Context: an optimization exercise on an open-source flow, tuned for small area, a short achievable clock period and few clock cycles per item. The choices shown serve that exercise and are no tape-out recipe.
Function was checked by simulation only, so behaviour that the tests miss may differ from the original.

File: flow/run.sh
#!/bin/bash
# synth_recipe.tcl (not shown) runs the flow's synth.tcl, then flattens the netlist and writes it again
# the make line also repeats each setting of config.mk as NAME=value (left out here)
make -C /OpenROAD-flow-scripts/flow DESIGN_CONFIG=/design/flow/config.mk WORK_HOME=/design/flow/orfs CLKGATE_MAP_FILE= SYNTH_SCRIPT=/design/flow/synth_recipe.tcl finish
File: flow/config.mk
export PLATFORM = sky130hd
export DESIGN_NAME = rational_arithmetic_unit
export DESIGN_NICKNAME = rational_arithmetic_unit
export VERILOG_FILES = /design/flow/design.v
export SDC_FILE = /design/flow/constraint.sdc
export NUM_CORES = 4
export LEC_CHECK = 0
export CAP_MARGIN = 20
export CORE_MARGIN = 2
export CORE_UTILIZATION = 40
export SLEW_MARGIN = 20
File: flow/constraint.sdc
create_clock -name core_clock -period 10.0 [get_ports {aclk}]
set_input_delay 2.0000 -clock core_clock [delete_from_list [all_inputs] [get_ports {aclk}]]
set_output_delay 2.0000 -clock core_clock [all_outputs]
set_load 0.01 [all_outputs]
File: flow/design.v
package rau_pkg;
    localparam int OPERAND_WIDTH = 32;
    localparam int MAG_W = 64;
    localparam logic [2:0] MODE_ADD = 3'd0;
    localparam logic [2:0] MODE_SUB = 3'd1;
    localparam logic [2:0] MODE_MUL = 3'd2;
    localparam logic [2:0] MODE_DIV = 3'd3;
    localparam logic [2:0] MODE_NEG = 3'd4;
    localparam logic [2:0] MODE_INC = 3'd5;
    localparam logic [2:0] MODE_DEC = 3'd6;
    localparam logic [2:0] MODE_RED = 3'd7;
    localparam logic [1:0] ERR_OK       = 2'd0;
    localparam logic [1:0] ERR_ZERO_DEN = 2'd1;
    localparam logic [1:0] ERR_DIV_ZERO = 2'd2;
    localparam logic [1:0] ERR_OVERFLOW = 2'd3;
    typedef struct packed {
        logic load;
        logic prep;
        logic mul;
        logic comb;
        logic gcd_step;
        logic div_start;
        logic div_step;
        logic fin;
    } rau_cmd_t;
    typedef struct packed {
        logic early_err;
        logic gcd_done;
        logic div_done;
    } rau_sts_t;
endpackage
module rau_ctrl (
    input  logic              aclk,
    input  logic              aresetn,
    input  logic              in_fire,
    output logic              in_ready,
    output logic              out_valid,
    input  logic              out_ready,
    output rau_pkg::rau_cmd_t cmd,
    input  rau_pkg::rau_sts_t sts
);
    typedef enum logic [8:0] {
        S_IDLE = 9'b000000001,
        S_PREP = 9'b000000010,
        S_MUL  = 9'b000000100,
        S_COMB = 9'b000001000,
        S_GCD  = 9'b000010000,
        S_DST  = 9'b000100000,
        S_DIV  = 9'b001000000,
        S_FIN  = 9'b010000000,
        S_OUT  = 9'b100000000
    } state_t;
    state_t state_reg, state_next;
    logic   pass_reg, pass_next;
    always_comb begin
        state_next = state_reg;
        pass_next = pass_reg;
        cmd = '0;
        case (state_reg)
            S_IDLE: begin
                cmd.load = in_fire;
                if (in_fire) state_next = S_PREP;
            end
            S_PREP: begin
                cmd.prep = 1'b1;
                state_next = sts.early_err ? S_FIN : S_MUL;
            end
            S_MUL: begin
                cmd.mul = 1'b1; state_next = S_COMB;
            end
            S_COMB: begin
                cmd.comb = 1'b1; state_next = S_GCD; pass_next = 1'b0;
            end
            S_GCD: begin
                cmd.gcd_step = 1'b1;
                if (sts.gcd_done && pass_reg) begin
                    cmd.gcd_step = 1'b0; state_next = S_DST;
                end
                pass_next = 1'b1;
            end
            S_DST: begin
                cmd.div_start = 1'b1; state_next = S_DIV;
            end
            S_DIV: begin
                cmd.div_step = 1'b1;
                if (sts.div_done) begin
                    cmd.div_step = 1'b0;
                    state_next = pass_reg ? S_DST : S_FIN;
                    pass_next = 1'b0;
                end
            end
            S_FIN: begin
                cmd.fin = 1'b1; state_next = S_OUT;
            end
            S_OUT: begin
                if (out_ready) state_next = S_IDLE;
            end
            default: state_next = S_IDLE;
        endcase
    end
    always_ff @(posedge aclk) begin
        if (!aresetn) begin
            state_reg <= S_IDLE;
            pass_reg <= 1'b0;
        end else begin
            state_reg <= state_next;
            pass_reg <= pass_next;
        end
    end
    assign in_ready = (state_reg == S_IDLE);
    assign out_valid = (state_reg == S_OUT);
endmodule
module rau_datapath (
    input  logic                       aclk,
    input  rau_pkg::rau_cmd_t          cmd,
    output rau_pkg::rau_sts_t          sts,
    input  logic [2:0]                 in_mode,
    input  logic [31:0]                in_an,
    input  logic [31:0]                in_ad,
    input  logic [31:0]                in_bn,
    input  logic [31:0]                in_bd,
    output logic [31:0]                res_num,
    output logic [30:0]                res_den,
    output logic [1:0]                 res_err
);
    localparam int W = rau_pkg::OPERAND_WIDTH;
    localparam int M = rau_pkg::MAG_W;
    logic [2:0]   mode_reg;
    logic [W-1:0] an_reg, ad_reg, bn_reg, bd_reg;
    logic         ann_reg, bnn_reg;
    logic [W:0]   anm, adm, bnm, bdm;
    logic [W:0]   anm_reg, adm_reg, bnm_reg, bdm_reg;
    logic [M-1:0] p1_reg, p2_reg, p3_reg;
    logic [M-1:0] num_reg, den_reg;
    logic         neg_reg;
    logic [M-1:0] x_reg, y_reg;
    logic [6:0]   sh_reg;
    logic [M-1:0] g_reg;
    logic [M-1:0] q_reg, r_reg;
    logic [6:0]   cnt_reg;
    logic         divsel_reg;
    logic [M-1:0] nq_reg;
    logic [1:0]   err_reg;
    logic [31:0]  rn_reg;
    logic [30:0]  rd_reg;
    function automatic logic [W:0] mag_of(input logic [W-1:0] v);
        mag_of = v[W-1] ? ({1'b0, ~v} + {{W{1'b0}}, 1'b1}) : {1'b0, v};
    endfunction
    assign anm = mag_of(an_reg);
    assign adm = mag_of(ad_reg);
    assign bnm = mag_of(bn_reg);
    assign bdm = mag_of(bd_reg);
    logic two;
    assign two = (mode_reg == rau_pkg::MODE_ADD) || (mode_reg == rau_pkg::MODE_SUB)
              || (mode_reg == rau_pkg::MODE_MUL) || (mode_reg == rau_pkg::MODE_DIV);
    always_comb begin
        sts.early_err = (adm == '0) || (two && bdm == '0)
                     || (mode_reg == rau_pkg::MODE_DIV && bnm == '0);
        sts.gcd_done  = (x_reg == '0);
        sts.div_done  = (cnt_reg == '0);
    end
    logic [M-1:0] t1, t2, sum_mag;
    logic         t1n, t2n, sum_neg;
    always_comb begin
        t1 = p1_reg; t2 = p2_reg;
        t1n = ann_reg; t2n = bnn_reg;
        case (mode_reg)
            rau_pkg::MODE_SUB: t2n = ~bnn_reg;
            rau_pkg::MODE_INC: begin
                t1 = {{(M-W-1){1'b0}}, anm_reg}; t2 = {{(M-W-1){1'b0}}, adm_reg};
                t2n = 1'b0;
            end
            rau_pkg::MODE_DEC: begin
                t1 = {{(M-W-1){1'b0}}, anm_reg}; t2 = {{(M-W-1){1'b0}}, adm_reg};
                t2n = 1'b1;
            end
            default: ;
        endcase
        if (t1 == '0) t1n = 1'b0;
        if (t2 == '0) t2n = 1'b0;
        if (t1n == t2n) begin
            sum_mag = t1 + t2; sum_neg = t1n;
        end else if (t1 >= t2) begin
            sum_mag = t1 - t2; sum_neg = t1n;
        end else begin
            sum_mag = t2 - t1; sum_neg = t2n;
        end
    end
    logic [M-1:0] rw;
    logic [M:0]   rs;
    always_comb begin
        rw = {r_reg[M-2:0], q_reg[M-1]};
        rs = {r_reg, q_reg[M-1]} - {1'b0, g_reg};
    end
    logic [M-1:0] num_sel, den_sel, gdiff;
    logic         neg_sel;
    always_comb begin
        case (mode_reg)
            rau_pkg::MODE_ADD, rau_pkg::MODE_SUB, rau_pkg::MODE_INC,
            rau_pkg::MODE_DEC: begin
                num_sel = sum_mag; neg_sel = sum_neg;
            end
            rau_pkg::MODE_MUL, rau_pkg::MODE_DIV: begin
                num_sel = p1_reg; neg_sel = ann_reg ^ bnn_reg;
            end
            rau_pkg::MODE_NEG: begin
                num_sel = M'(anm_reg); neg_sel = ~ann_reg;
            end
            default: begin
                num_sel = M'(anm_reg); neg_sel = ann_reg;
            end
        endcase
        case (mode_reg)
            rau_pkg::MODE_ADD, rau_pkg::MODE_SUB, rau_pkg::MODE_MUL,
            rau_pkg::MODE_DIV: den_sel = p3_reg;
            default: den_sel = M'(adm_reg);
        endcase
        gdiff = (x_reg >= y_reg) ? (x_reg - y_reg) : (y_reg - x_reg);
    end
    always_ff @(posedge aclk) begin
        if (cmd.load) begin
            mode_reg <= in_mode;
            an_reg <= in_an[W-1:0]; ad_reg <= in_ad[W-1:0];
            bn_reg <= in_bn[W-1:0]; bd_reg <= in_bd[W-1:0];
        end
        if (cmd.prep) begin
            anm_reg <= anm; adm_reg <= adm; bnm_reg <= bnm; bdm_reg <= bdm;
            ann_reg <= (an_reg[W-1] ^ ad_reg[W-1]) && (anm != '0);
            bnn_reg <= (bn_reg[W-1] ^ bd_reg[W-1]) && (bnm != '0);
        end
        if (cmd.mul) begin
            p1_reg <= M'(anm_reg) * M'(mode_reg == rau_pkg::MODE_MUL ? bnm_reg : bdm_reg);
            p2_reg <= M'(bnm_reg) * M'(adm_reg);
            p3_reg <= M'(adm_reg) * M'(mode_reg == rau_pkg::MODE_DIV ? bnm_reg : bdm_reg);
        end
        if (cmd.comb) begin
            num_reg <= num_sel; neg_reg <= neg_sel; den_reg <= den_sel;
            x_reg <= num_sel; y_reg <= den_sel; sh_reg <= '0;
            divsel_reg <= 1'b0;
        end
        if (cmd.gcd_step && x_reg != '0) begin
            if (!x_reg[0] && !y_reg[0]) begin
                x_reg <= x_reg >> 1; y_reg <= y_reg >> 1; sh_reg <= sh_reg + 7'd1;
            end else if (!x_reg[0]) begin
                x_reg <= x_reg >> 1;
            end else if (!y_reg[0]) begin
                y_reg <= y_reg >> 1;
            end else if (x_reg >= y_reg) begin
                x_reg <= gdiff >> 1;
            end else begin
                y_reg <= gdiff >> 1;
            end
        end
        if (cmd.div_start) begin
            g_reg <= y_reg << sh_reg;
            q_reg <= divsel_reg ? den_reg : num_reg;
            r_reg <= '0;
            cnt_reg <= 7'(M);
        end
        if (cmd.div_step) begin
            if (!rs[M]) begin
                r_reg <= rs[M-1:0];
                q_reg <= {q_reg[M-2:0], 1'b1};
            end else begin
                r_reg <= rw;
                q_reg <= {q_reg[M-2:0], 1'b0};
            end
            cnt_reg <= cnt_reg - 7'd1;
        end
        if (cmd.div_step && cnt_reg == 7'd1) begin
            if (!divsel_reg) nq_reg <= rs[M] ? {q_reg[M-2:0], 1'b0}
                                             : {q_reg[M-2:0], 1'b1};
            divsel_reg <= ~divsel_reg;
        end
        if (cmd.fin) begin
            if (sts.early_err) begin
                rn_reg <= '0; rd_reg <= 31'd1;
                err_reg <= (adm == '0 || (two && bdm == '0)) ? rau_pkg::ERR_ZERO_DEN
                                                            : rau_pkg::ERR_DIV_ZERO;
            end else if (nq_reg > M'((64'd1 << (W-1)) - 64'd1)
                      || q_reg > M'((64'd1 << (W-1)) - 64'd1) || q_reg == '0) begin
                rn_reg <= '0; rd_reg <= 31'd1; err_reg <= rau_pkg::ERR_OVERFLOW;
            end else begin
                rn_reg <= neg_reg && nq_reg != '0 ? 32'(-nq_reg) : 32'(nq_reg);
                rd_reg <= q_reg[30:0];
                err_reg <= rau_pkg::ERR_OK;
            end
        end
    end
    assign res_num = rn_reg;
    assign res_den = rd_reg;
    assign res_err = err_reg;
endmodule
module rational_arithmetic_unit (
    input  logic         aclk,
    input  logic         aresetn,
    input  logic         s_axis_tvalid,
    output logic         s_axis_tready,
    input  logic [135:0] s_axis_tdata,
    output logic         m_axis_tvalid,
    input  logic         m_axis_tready,
    output logic [71:0]  m_axis_tdata
);
    rau_pkg::rau_cmd_t cmd;
    rau_pkg::rau_sts_t sts;
    logic [31:0] rn;
    logic [30:0] rd;
    logic [1:0]  re;
    rau_ctrl u_ctrl (
        .aclk      (aclk),
        .aresetn   (aresetn),
        .in_fire   (s_axis_tvalid && s_axis_tready),
        .in_ready  (s_axis_tready),
        .out_valid (m_axis_tvalid),
        .out_ready (m_axis_tready),
        .cmd       (cmd),
        .sts       (sts)
    );
    rau_datapath u_dp (
        .aclk    (aclk),
        .cmd     (cmd),
        .sts     (sts),
        .in_mode (s_axis_tdata[2:0]),
        .in_an   (s_axis_tdata[34:3]),
        .in_ad   (s_axis_tdata[66:35]),
        .in_bn   (s_axis_tdata[98:67]),
        .in_bd   (s_axis_tdata[130:99]),
        .res_num (rn),
        .res_den (rd),
        .res_err (re)
    );
    assign m_axis_tdata = {7'd0, re, rd, rn};
endmodule
==> summary.txt <==
[layer usage]
| layer | track usage [%] | vias to the layer above | share of wire, % | wire (um) |
|---|---|---|---|---|
| li1 | - | 62010 | - | - |
| met1 | 38.06 | 72379 | 42 | 262800 |
| met2 | 43.18 | 6001 | 44 | 276800 |
| met3 | 4.987 | 1095 | 8.7 | 55060 |
| met4 | 12.86 | 20 | 5.5 | 34730 |
| met5 | 0 | - | 0.020 | 125 |
[through the flow]
| stage | cell area, sq um | hold slack [ns] |
|---|---|---|
| floorplan | 177600 | 0.4405 |
| global placement | 187100 | 0.4605 |
| detailed placement | 187100 | 0.4651 |
| CTS | 191600 | 0.4633 |
| global route | 191700 | 0.4943 |
| finish | 191800 | 0.4824 |
[layout by cell type (no fill, tap or decap), types with 107 or more instances in the layout]
cell	count
o21ai_0	684
ha_1	1143
a211oi_1	114
nand3_1	142
nand2b_1	107
a21o_1	261
clkdlybuf4s50_1	201
a21oi_1	828
clkbuf_16	137
nor2_1	793
mux2i_1	275
nor4_1	127
dfxtp_1	142
nand2_1	2865
nand4_1	136
buf_4	454
xor2_1	143
fa_1	2877
nor2b_1	282
nor3_1	163
o21bai_1	140
and2_1	1157
inv_1	3498
edfxtp_1	915
xnor2_1	439
[path summary, 6_finish.rpt]
kind                         startpoint                   endpoint  slack [ns]  cells past startpoint
min reg2reg    u_dp.an_reg[0]$_DFFE_PP_  u_dp.anm_reg[0]$_DFFE_PN_        0.48                      0
max          u_dp.mode_reg[1]$_DFFE_PP_  u_dp.p1_reg[59]$_DFFE_PP_        0.30                     35
min            u_dp.an_reg[0]$_DFFE_PP_  u_dp.anm_reg[0]$_DFFE_PN_        0.48                      0
max reg2reg  u_dp.mode_reg[1]$_DFFE_PP_  u_dp.p1_reg[59]$_DFFE_PP_        0.30                     35
[critical path, delay by kind of cell, from the launching register on]
kind                       cells  cell delay [ns]
adders and majority gates      9             3.89
AOI/OAI and AO/OA             11             2.30
buffers and inverters         10             1.45
muxes                          1             0.64
DFF                            1             0.55
and+or+nand+nor                3             0.44
xor gates and xnor gates       1             0.14
[cell usage after synthesis, types with 145 or more instances]
cell type / n / area share, %
nor2_1: 803 / 1.7
nand2_1: 2866 / 6.1
nor2b_1: 283 / 1.0
nor3_1: 165 / 0.47
clkbuf_1: 1071 / 2.3
fa_1: 2877 / 32
ha_1: 1143 / 8.1
and2_1: 1158 / 4.1
edfxtp_1: 915 / 15
dfxtp_1: 145 / 1.6
o21ai_0: 689 / 1.9
inv_1: 3498 / 7.4
mux2i_1: 283 / 1.6
xor2_1: 145 / 0.72
a21o_1: 261 / 1.1
a21oi_1: 832 / 2.3
xnor2_1: 440 / 2.2
[kinds of logic after synthesis]
kind of cell    Yosys count  synth area share (%)
other cells               1              0.002113
fa+ha+maj              4020                 40.50
flops                  1060                 17.11
buf+inv                4706                 10.05
xor+xnor                587                 2.911
simple gates           6081                 16.24
compound gates         2884                 10.28
mux                     444                 2.903
[area by class of cell]
type,count,area share (%)
repair buffers,714,3.441
clock buffers,164,1.887
well taps,5904,3.852
clock inverters,76,0.4534
diodes,19,0.02479
multi-input cells,14027,67.63
inverters,3506,6.866
flip-flops and latches,1060,15.84
==> flow_summary.yaml <==
outcome:
  status: "finished clean"
placement:
  dp.final_hpwl_um: 504700
  port_buffers: 201
  place_inst: 25208
  gp_congestion: 1.020
  dp_slack_ns: 0.2509
clock_tree:
  clock_latency_ns: 0.91
  root_buffer: "clkbuf_16"
  clk_pin_slew_ns: 0.06
  cts_sinks: 1060
  postCtsSetupBuffers: 0
  cts_hold_buffers: 0
  tritoncts: "built"
  cts_resized: 0
  cts_buffers: 136
  htree_levels: 4
  clockBufferDepth: 4
finish:
  area_growth_syn_to_layout_pct: 8.047
  drive_gt1_share_pct: 5.454
  ff_latch_area_sq_um: 30390
  nFillCells: 43407
  multi_input_area_sq_um: 129700
  nNetsFinal: 23605
  instances_no_fill: 25470
  final_util_pct: 43.42
synthesis:
  synthFlopType: "edfxtp_1"
  synth_cell_types: 112
  synthArstFlopShare_pct: 0
  ys_seq_area_share_pct: 17.11
  ys_warn_count: 2
  synth_edf_count: 915
  synth.ff_latch_count: 1060
  avgSynthCellArea_sq_um: 8.973
  synthCells: 19783
  syn_area_sq_um: 177500
detailed_routing:
  final_antenna_net_count: 0
  drt-pass1-iter-count: 6
  vias: 141505
  drt_first_iter_violations: 13064
  vias_per_cell: 5.556
  routedWlPerCell_um: 24.71
  drc: 0
  routed_wirelength_um: 629500
global_routing:
  grt_antenna_before_repair: 45
  grt_max_degree: 100
  grt_usage_pct: 27.90
  grt_pass1_wl_um: 945000
  grt_pass1_vias: 144539
  grt-ovfl-total: 0
timing:
  finalSetupViolations: 0
  skew_ns: 0.1075
  tns_ns: 0
  slew_headroom_pct: 16.38
  tightestPinTransition_ns: 1.254
  hold_viol_final: 0
  rsz0062_at_grt: "no"
  report.final.slew_viol_count: 0
  setup_ws_ns: 0.2980
  fmax_mhz: 103.1
  period_needed_ns: 9.702
  post-route-period-util_pct: 97.02
critical_path:
  crit_top_cell: "fa_1"
  cpMaxStageDelayCell: "mux2i_4"
  crit_type: "reg2reg"
  worstPathArrival_ns: 10.31
  critPathRequiredTime_ns: 10.60
  cpPeakStageDelay_ns: 0.64
  cp_max_fo: 18
  worst_setup_path_end_kind: "register"
  cp-start-kind: "register"
floorplanning:
  die_y_um: 670.2
  fp.dieW_um: 670.2
  fp.dieArea_sq_um: 449100
  core_sq_um: 441800
  rows: 244
  io_pins: 214
  initial_core_util_pct: 40.18
run:
  drv_cap: 0
min_path:
  hold_path_class: "reg2reg"
Testbench counts, summed over its fixed seeds: cycles 396,836, items 2,400.

-- separate check: timing with driven ports --
The flow's constraints put no driver on any port. The routed layout listed below was extracted and timed again, unchanged, in two steps. Step 1, drivers: a clkbuf_16 drives aclk and a buf_2 each remaining input, both assumed. Step 2 adds t to the input delays and takes it off the output delays; t is the mean of the earliest and latest rising clock arrival at the registers after step 1. Input paths then give back, and output paths get back, about the clock's delay inside the block. Slacks: ideal ports / drivers / drivers and shift; pairs: ideal ports / drivers.
t, ns: 0.984
setup WS [ns]: 0.298 / 0.298 / 0.298
latest minus earliest clock arrival (ns): 0.109 / 0.109
slew at the worst register clock pin (ns): 0.09 / 0.09
worst data-port slew with drivers (ns): 0.18
After both steps this run still meets setup and hold. The setup slack of this run moves by 0.000 ns with the drivers and by 0.000 ns with both steps.
